Context: an optimization exercise on an open-source flow, tuned for small area. The choices shown serve that exercise and are no tape-out recipe. Where RTL was checked, it was by simulation tests only, not by an equivalence proof against the original. No activity file was given, so power comes from the tool's default toggle rates.

==> job 3990: inputs <==
## websocket_accept_key_engine
module websocket_accept_key_engine (
  input  logic       clk_i,
  input  logic       rst_ni,
  input  logic       in_valid_i,
  output logic       in_stall_o,
  input  logic [7:0] rx_byte_i,
  output logic       out_valid_o,
  input  logic       out_stall_i,
  output logic [7:0] accept_char_o,
  output logic [4:0] char_index_o,
  output logic       last_o
);
export LEC_CHECK = 0
export ABC_AREA = 1
export CAP_MARGIN = 20
export CORE_MARGIN = 2
export CORE_UTILIZATION = 40
export SLEW_MARGIN = 20
create_clock -name core_clock -period 10.0 [get_ports {clk_i}]
standard.sh (not shown) runs the stock make flow with config.mk's settings and CLKGATE_MAP_FILE= SYNTH_SCRIPT=/design/flow/synth_recipe.tcl, a recipe that flattens the netlist after the stock synthesis.
==> flow/flow/run.sh <==
#!/bin/bash
# The standard layout (standard.sh) with changes to how the layout is made;
# the registers, their names and cell types stay the standard synthesis's:
#  - synthesis maps adders to plain gates, not the library's full and half
#    adder cells (no ADDER_MAP_FILE), and ABC maps for area with amap, twice
#    (a copy of ORFS's scripts with its own abc_area.script);
#  - port buffers are buf_1 cells;
#  - clock tree synthesis uses clkbuf_4 buffers in small clusters and no
#    dummy loads.
# Each tool's output goes to the ORFS logs under orfs/logs; make's output to
# standard_flow.log here.
set -euo pipefail
rm -rf orfs_scripts
cp -r "$FLOW_HOME/scripts" orfs_scripts
printf 'strash\ndch -f\namap -F 3 -A 8\nstrash\ndch -f\namap -F 3 -A 8\ntopo\n' > orfs_scripts/abc_area.script
export SCRIPTS_DIR="$PWD/orfs_scripts"
export ADDER_MAP_FILE=
export BUFFER_PORTS_ARGS="-buffer_cell sky130_fd_sc_hd__buf_1"
export CTS_ARGS="-sink_clustering_enable -repair_clock_nets -dont_use_dummy_load -buf_list sky130_fd_sc_hd__clkbuf_4 -sink_clustering_size 10 -sink_clustering_max_diameter 45"
bash standard.sh > standard_flow.log 2>&1
==> job 3423 (differences from job 3990) <==
--- a/flow/design.v
+++ b/flow/design.v
@@ -145,42 +145,40 @@
   input  logic       out_stall_i,
   output logic [7:0] accept_char_o,
   output logic [4:0] char_index_o,
   output logic       last_o
 );
-  localparam logic [3:0] StHdr  = 4'b0000, StKey  = 4'b0001, StLoad = 4'b0010,
-                         StFf1  = 4'b0011, StR1S0 = 4'b0100, StR1S3 = 4'b0111,
-                         StFf2  = 4'b1000, StXfer = 4'b1001, StOut  = 4'b1010,
-                         StDone = 4'b1011, StR2S0 = 4'b1100, StR2S3 = 4'b1111;
+  localparam logic [3:0] StHdr  = 4'd0, StKey  = 4'd1, StLoad = 4'd2, StRnd1 = 4'd3,
+                         StFf1  = 4'd4, StRnd2 = 4'd5, StFf2  = 4'd6, StXfer = 4'd7,
+                         StOut  = 4'd8, StDone = 4'd9;
   logic [3:0]   state_q;
-  logic [1:0]   c_q, sg;
+  logic [1:0]   c_q, sg_q;
   logic [4:0]   r_q;
   logic [511:0] ring_q;
   logic [159:0] s_q;
   logic [3:0]   cy_q;
   logic [1:0]   bsv_q;
   logic         xpv_q;
   logic load, lrev, r1, r2, rnd, ff1, ff2, xfer, emit, last_cyc, key_en, in_acc, out_acc;
   assign load = (state_q == StLoad);
-  assign r1   = (state_q[3:2] == 2'b01);
-  assign r2   = (state_q[3:2] == 2'b11);
-  assign sg   = state_q[1:0];
+  assign r1   = (state_q == StRnd1);
+  assign r2   = (state_q == StRnd2);
   assign ff1  = (state_q == StFf1);
   assign ff2  = (state_q == StFf2);
   assign xfer = (state_q == StXfer);
-  assign rnd  = state_q[2];
+  assign rnd  = r1 || r2;
   assign lrev = load && (r_q < 5'd8);
   assign emit = xfer && (r_q[1:0] == 2'd0);
   assign last_cyc = (c_q == 2'd3) &&
                     (r_q == ((ff1 || ff2) ? 5'd4 : xfer ? 5'd16 : 5'd19));
   assign in_stall_o  = !(state_q == StHdr || state_q == StKey || state_q == StDone);
   assign in_acc      = in_valid_i && !in_stall_o;
   assign out_valid_o = (state_q == StOut);
   assign out_acc     = out_valid_o && !out_stall_i;
   assign key_en      = (state_q == StKey && in_acc) || lrev || (load && r_q == 5'd19) ||
                        r1 || ff1 ||
-                       (state_q == StR2S0 && r_q < 5'd10) || ff2 || emit ||
+                       (r2 && sg_q == 2'd0 && r_q < 5'd10) || ff2 || emit ||
                        (out_acc && (r_q[1:0] != 2'd0));
   logic [7:0] gen_w, gen_h;
   always_comb begin
     case ({r_q, c_q})
       7'd40: gen_w = 8'h45;   
@@ -234,28 +232,28 @@
   end
   logic [7:0] bb, cc, dd, ee, a5, f, kc, wv, w2, hv, t;
   assign bb = s_q[103:96];
   assign cc = s_q[71:64];
   assign dd = s_q[39:32];
-  assign ee = load ? 8'h00 : s_q[7:0];
-  wsk_w2rom u_w2 (.stage_i(sg), .r_i(r_q), .c_i(c_q), .b_o(w2));
+  assign ee = s_q[7:0];
+  wsk_w2rom u_w2 (.stage_i(sg_q), .r_i(r_q), .c_i(c_q), .b_o(w2));
   always_comb begin
     logic [31:0] k;
     logic [7:0] x;
     a5 = {s_q[130:128], (c_q == 2'd0) ? s_q[159:155] : s_q[127:123]};
     x  = cc ^ dd;
-    case (sg)
+    case (sg_q)
       2'd0: begin f = dd ^ (bb & x);        k = 32'h5A827999; end
       2'd1: begin f = bb ^ x;               k = 32'h6ED9EBA1; end
       2'd2: begin f = cc ^ (x & (bb ^ cc)); k = 32'h8F1BBCDC; end
       default: begin f = bb ^ x;            k = 32'hCA62C1D6; end
     endcase
     kc = k[8*c_q +: 8];
     wv = r2 ? w2 : ring_q[7:0];
     if (!rnd) begin
       a5 = 8'h00; f = 8'h00; kc = 8'h00;
-      wv = lrev ? ring_q[7:0] : (ff1 || load) ? gen_h : ff2 ? ring_q[39:32] : 8'h00;
+      wv = ff1 ? gen_h : ff2 ? ring_q[39:32] : 8'h00;
     end
   end
   logic [3:0] ci, co;
   always_comb begin
     logic [7:0] s1, c1, s2, c2, s3, c3, y, rc;
@@ -282,11 +280,11 @@
   assign x  = ring_q[7:0] ^ ring_q[71:64] ^ ring_q[263:256] ^ ring_q[423:416];
   assign xb = (c_q == 2'd0) ? (ring_q[31] ^ ring_q[95] ^ ring_q[287] ^ ring_q[447]) : xpv_q;
   assign wnew = {x[6:0], xb};
   logic [7:0] rot_b, s_top, w_top, k_top, s_tap;
   assign rot_b = (c_q == 2'd3) ? {bsv_q, s_q[103:98]} : s_q[105:98];
-  assign s_top = t;
+  assign s_top = lrev ? ring_q[7:0] : load ? gen_h : t;
   always_comb begin
     case (c_q)
       2'd0: s_tap = s_q[159:152];
       2'd1: s_tap = s_q[143:136];
       2'd2: s_tap = s_q[127:120];
@@ -302,14 +300,13 @@
     xpv_q <= x[7];
     ring_q[511:224] <= {w_top, ring_q[511:232]};
     if (key_en) ring_q[223:32] <= {k_top, ring_q[223:40]};
     ring_q[31:0] <= ring_q[39:8];
   end
-  always_ff @(posedge clk_i) c_q <= (state_q == StKey) ? 2'd0 : c_q + 2'd1;
   always_ff @(posedge clk_i or negedge rst_ni) begin
     if (!rst_ni) begin
-      state_q <= StHdr; r_q <= '0;
+      state_q <= StHdr; r_q <= '0; c_q <= '0; sg_q <= '0;
     end else begin
       case (state_q)
         StHdr: if (in_acc) begin
           if (rx_byte_i == wsk_pkg::hdr_char(r_q)) begin
             if (r_q == 5'(wsk_pkg::HdrLen - 1)) begin
@@ -317,31 +314,25 @@
             end else r_q <= r_q + 5'd1;
           end else r_q <= (rx_byte_i == 8'h53) ? 5'd1 : 5'd0;
         end
         StKey: if (in_acc) begin
           if (r_q == 5'(wsk_pkg::KeyLen - 1)) begin
-            state_q <= StLoad; r_q <= '0;
+            state_q <= StLoad; r_q <= '0; c_q <= '0; sg_q <= '0;
           end else r_q <= r_q + 5'd1;
         end
         StOut: if (out_acc) begin
           if (last_o) state_q <= StDone;
           else r_q <= r_q + 5'd1;
         end
         StDone: ;
         default: begin
+          c_q <= c_q + 2'd1;
           if (c_q == 2'd3) r_q <= r_q + 5'd1;
           if (last_cyc) begin
             r_q <= '0;
-            case (state_q)
-              StLoad:  state_q <= StR1S0;
-              StR1S3:  state_q <= StFf1;
-              StFf1:   state_q <= StR2S0;
-              StR2S3:  state_q <= StFf2;
-              StFf2:   state_q <= StXfer;
-              StXfer:  state_q <= StOut;
-              default: state_q <= state_q + 4'd1;   
-            endcase
+            if (rnd) sg_q <= sg_q + 2'd1;
+            if (!rnd || sg_q == 2'd3) state_q <= state_q + 4'd1;
           end
         end
       endcase
     end
   end
==> job 5102 (differences from job 3990) <==
--- a/flow/design.v
+++ b/flow/design.v
@@ -145,42 +145,40 @@
   input  logic       out_stall_i,
   output logic [7:0] accept_char_o,
   output logic [4:0] char_index_o,
   output logic       last_o
 );
-  localparam logic [3:0] StHdr  = 4'b0000, StKey  = 4'b0001, StLoad = 4'b0010,
-                         StFf1  = 4'b0011, StR1S0 = 4'b0100, StR1S3 = 4'b0111,
-                         StFf2  = 4'b1000, StXfer = 4'b1001, StOut  = 4'b1010,
-                         StDone = 4'b1011, StR2S0 = 4'b1100, StR2S3 = 4'b1111;
+  localparam logic [3:0] StHdr  = 4'd0, StKey  = 4'd1, StLoad = 4'd2, StRnd1 = 4'd3,
+                         StFf1  = 4'd4, StRnd2 = 4'd5, StFf2  = 4'd6, StXfer = 4'd7,
+                         StOut  = 4'd8, StDone = 4'd9;
   logic [3:0]   state_q;
-  logic [1:0]   c_q, sg;
+  logic [1:0]   c_q, sg_q;
   logic [4:0]   r_q;
   logic [511:0] ring_q;
   logic [159:0] s_q;
   logic [3:0]   cy_q;
   logic [1:0]   bsv_q;
   logic         xpv_q;
   logic load, lrev, r1, r2, rnd, ff1, ff2, xfer, emit, last_cyc, key_en, in_acc, out_acc;
   assign load = (state_q == StLoad);
-  assign r1   = (state_q[3:2] == 2'b01);
-  assign r2   = (state_q[3:2] == 2'b11);
-  assign sg   = state_q[1:0];
+  assign r1   = (state_q == StRnd1);
+  assign r2   = (state_q == StRnd2);
   assign ff1  = (state_q == StFf1);
   assign ff2  = (state_q == StFf2);
   assign xfer = (state_q == StXfer);
-  assign rnd  = state_q[2];
+  assign rnd  = r1 || r2;
   assign lrev = load && (r_q < 5'd8);
   assign emit = xfer && (r_q[1:0] == 2'd0);
   assign last_cyc = (c_q == 2'd3) &&
                     (r_q == ((ff1 || ff2) ? 5'd4 : xfer ? 5'd16 : 5'd19));
   assign in_stall_o  = !(state_q == StHdr || state_q == StKey || state_q == StDone);
   assign in_acc      = in_valid_i && !in_stall_o;
   assign out_valid_o = (state_q == StOut);
   assign out_acc     = out_valid_o && !out_stall_i;
   assign key_en      = (state_q == StKey && in_acc) || lrev || (load && r_q == 5'd19) ||
                        r1 || ff1 ||
-                       (state_q == StR2S0 && r_q < 5'd10) || ff2 || emit ||
+                       (r2 && sg_q == 2'd0 && r_q < 5'd10) || ff2 || emit ||
                        (out_acc && (r_q[1:0] != 2'd0));
   logic [7:0] gen_w, gen_h;
   always_comb begin
     case ({r_q, c_q})
       7'd40: gen_w = 8'h45;   
@@ -235,17 +233,17 @@
   logic [7:0] bb, cc, dd, ee, a5, f, kc, wv, w2, hv, t;
   assign bb = s_q[103:96];
   assign cc = s_q[71:64];
   assign dd = s_q[39:32];
   assign ee = load ? 8'h00 : s_q[7:0];
-  wsk_w2rom u_w2 (.stage_i(sg), .r_i(r_q), .c_i(c_q), .b_o(w2));
+  wsk_w2rom u_w2 (.stage_i(sg_q), .r_i(r_q), .c_i(c_q), .b_o(w2));
   always_comb begin
     logic [31:0] k;
     logic [7:0] x;
     a5 = {s_q[130:128], (c_q == 2'd0) ? s_q[159:155] : s_q[127:123]};
     x  = cc ^ dd;
-    case (sg)
+    case (sg_q)
       2'd0: begin f = dd ^ (bb & x);        k = 32'h5A827999; end
       2'd1: begin f = bb ^ x;               k = 32'h6ED9EBA1; end
       2'd2: begin f = cc ^ (x & (bb ^ cc)); k = 32'h8F1BBCDC; end
       default: begin f = bb ^ x;            k = 32'hCA62C1D6; end
     endcase
@@ -302,14 +300,13 @@
     xpv_q <= x[7];
     ring_q[511:224] <= {w_top, ring_q[511:232]};
     if (key_en) ring_q[223:32] <= {k_top, ring_q[223:40]};
     ring_q[31:0] <= ring_q[39:8];
   end
-  always_ff @(posedge clk_i) c_q <= (state_q == StKey) ? 2'd0 : c_q + 2'd1;
   always_ff @(posedge clk_i or negedge rst_ni) begin
     if (!rst_ni) begin
-      state_q <= StHdr; r_q <= '0;
+      state_q <= StHdr; r_q <= '0; c_q <= '0; sg_q <= '0;
     end else begin
       case (state_q)
         StHdr: if (in_acc) begin
           if (rx_byte_i == wsk_pkg::hdr_char(r_q)) begin
             if (r_q == 5'(wsk_pkg::HdrLen - 1)) begin
@@ -317,31 +314,25 @@
             end else r_q <= r_q + 5'd1;
           end else r_q <= (rx_byte_i == 8'h53) ? 5'd1 : 5'd0;
         end
         StKey: if (in_acc) begin
           if (r_q == 5'(wsk_pkg::KeyLen - 1)) begin
-            state_q <= StLoad; r_q <= '0;
+            state_q <= StLoad; r_q <= '0; c_q <= '0; sg_q <= '0;
           end else r_q <= r_q + 5'd1;
         end
         StOut: if (out_acc) begin
           if (last_o) state_q <= StDone;
           else r_q <= r_q + 5'd1;
         end
         StDone: ;
         default: begin
+          c_q <= c_q + 2'd1;
           if (c_q == 2'd3) r_q <= r_q + 5'd1;
           if (last_cyc) begin
             r_q <= '0;
-            case (state_q)
-              StLoad:  state_q <= StR1S0;
-              StR1S3:  state_q <= StFf1;
-              StFf1:   state_q <= StR2S0;
-              StR2S3:  state_q <= StFf2;
-              StFf2:   state_q <= StXfer;
-              StXfer:  state_q <= StOut;
-              default: state_q <= state_q + 4'd1;   
-            endcase
+            if (rnd) sg_q <= sg_q + 2'd1;
+            if (!rnd || sg_q == 2'd3) state_q <= state_q + 4'd1;
           end
         end
       endcase
     end
   end
==> run summary <==
|  | job 3423 | job 5102 | job 3990 |
|---|---|---|---|
| Pin count of the biggest net entering global routing | 193 | 90 | 193 |
| Global routing usage summed across all routing layers | 18.5% | 18.4% | 18.7% |
| Fraction of final layout cells sized beyond drive strength 1 | 6.06% | 5.85% | 6.36% |
| Detailed Route Iter0 Violations | 1162 | 1076 | 1375 |
| Power dissipated in the clock network | 1.19 mW | 1.16 mW | 1.18 mW |
| Switching component of the power | 803 uW | 792 uW | 1.29 mW |
| Total via count in the routed design | 12700 | 12800 | 12600 |
| Worst hold path startpoint | ring_q[293] | ring_q[333] | ring_q[405] |
| Setup slack after layout | 2.29 ns | 2.00 ns | 2.32 ns |
| Sequential fraction of the synthesis area | 76.7% | 77.0% | 76.9% |
| Global-route wire length before repair | 74000 um | 73500 um | 74000 um |
| Run status | no timing/DRC/antenna violations | no timing/DRC/antenna violations | no timing/DRC/antenna violations |
| Detailed-placement wirelength estimate | 34100 um | 34000 um | 34000 um |
| Met2 Track Usage GR | 27.9% | 27.5% | 27.3% |
| Delay of the slowest cell on the worst path | 0.67 ns | 0.89 ns | 0.93 ns |
| Sequential cell count | 692 | 692 | 690 |
| Number of nets in the synthesized netlist | 1649 | 1631 | 1623 |
| Worst path bufs/invs | 4 | 3 | 5 |
| RR Endpoint | ring_q[510] | ring_q[511] | ring_q[510] |
For job 3990, only the layout was checked, not whether the RTL still works.

## static timing again, ports no longer ideal
No port has a modelled driver above. Below, the same layouts with a new extraction and two added sets of constraints.
Step 1 (the two cells are an assumption about what drives the block):
set clk [get_ports {clk_i}]
set_driving_cell -lib_cell sky130_fd_sc_hd__clkbuf_16 $clk
set_driving_cell -lib_cell sky130_fd_sc_hd__buf_2 [delete_from_list [all_inputs] $clk]
Step 2 times the ports against the registers' clock, not the clock port: input delays grow and output delays shrink by t, the midpoint of the rising clock arrivals with the driver on.
Three values: no drivers, after step 1, after step 2; two values: the first two.
run | t, ns | setup slack, ns | latest minus earliest clock arrival (ns) | worst register clock-pin slew, ns
job 3990 | 0.818 | 2.319 / 2.319 / 2.319 | 0.126 / 0.126 | 0.10 / 0.10
job 3423 | 0.835 | 2.287 / 2.232 / 2.635 | 0.076 / 0.077 | 0.12 / 0.12
job 5102 | 0.825 | 2.000 / 1.952 / 2.430 | 0.063 / 0.063 | 0.11 / 0.11
After both steps setup and hold are still met in every run listed.
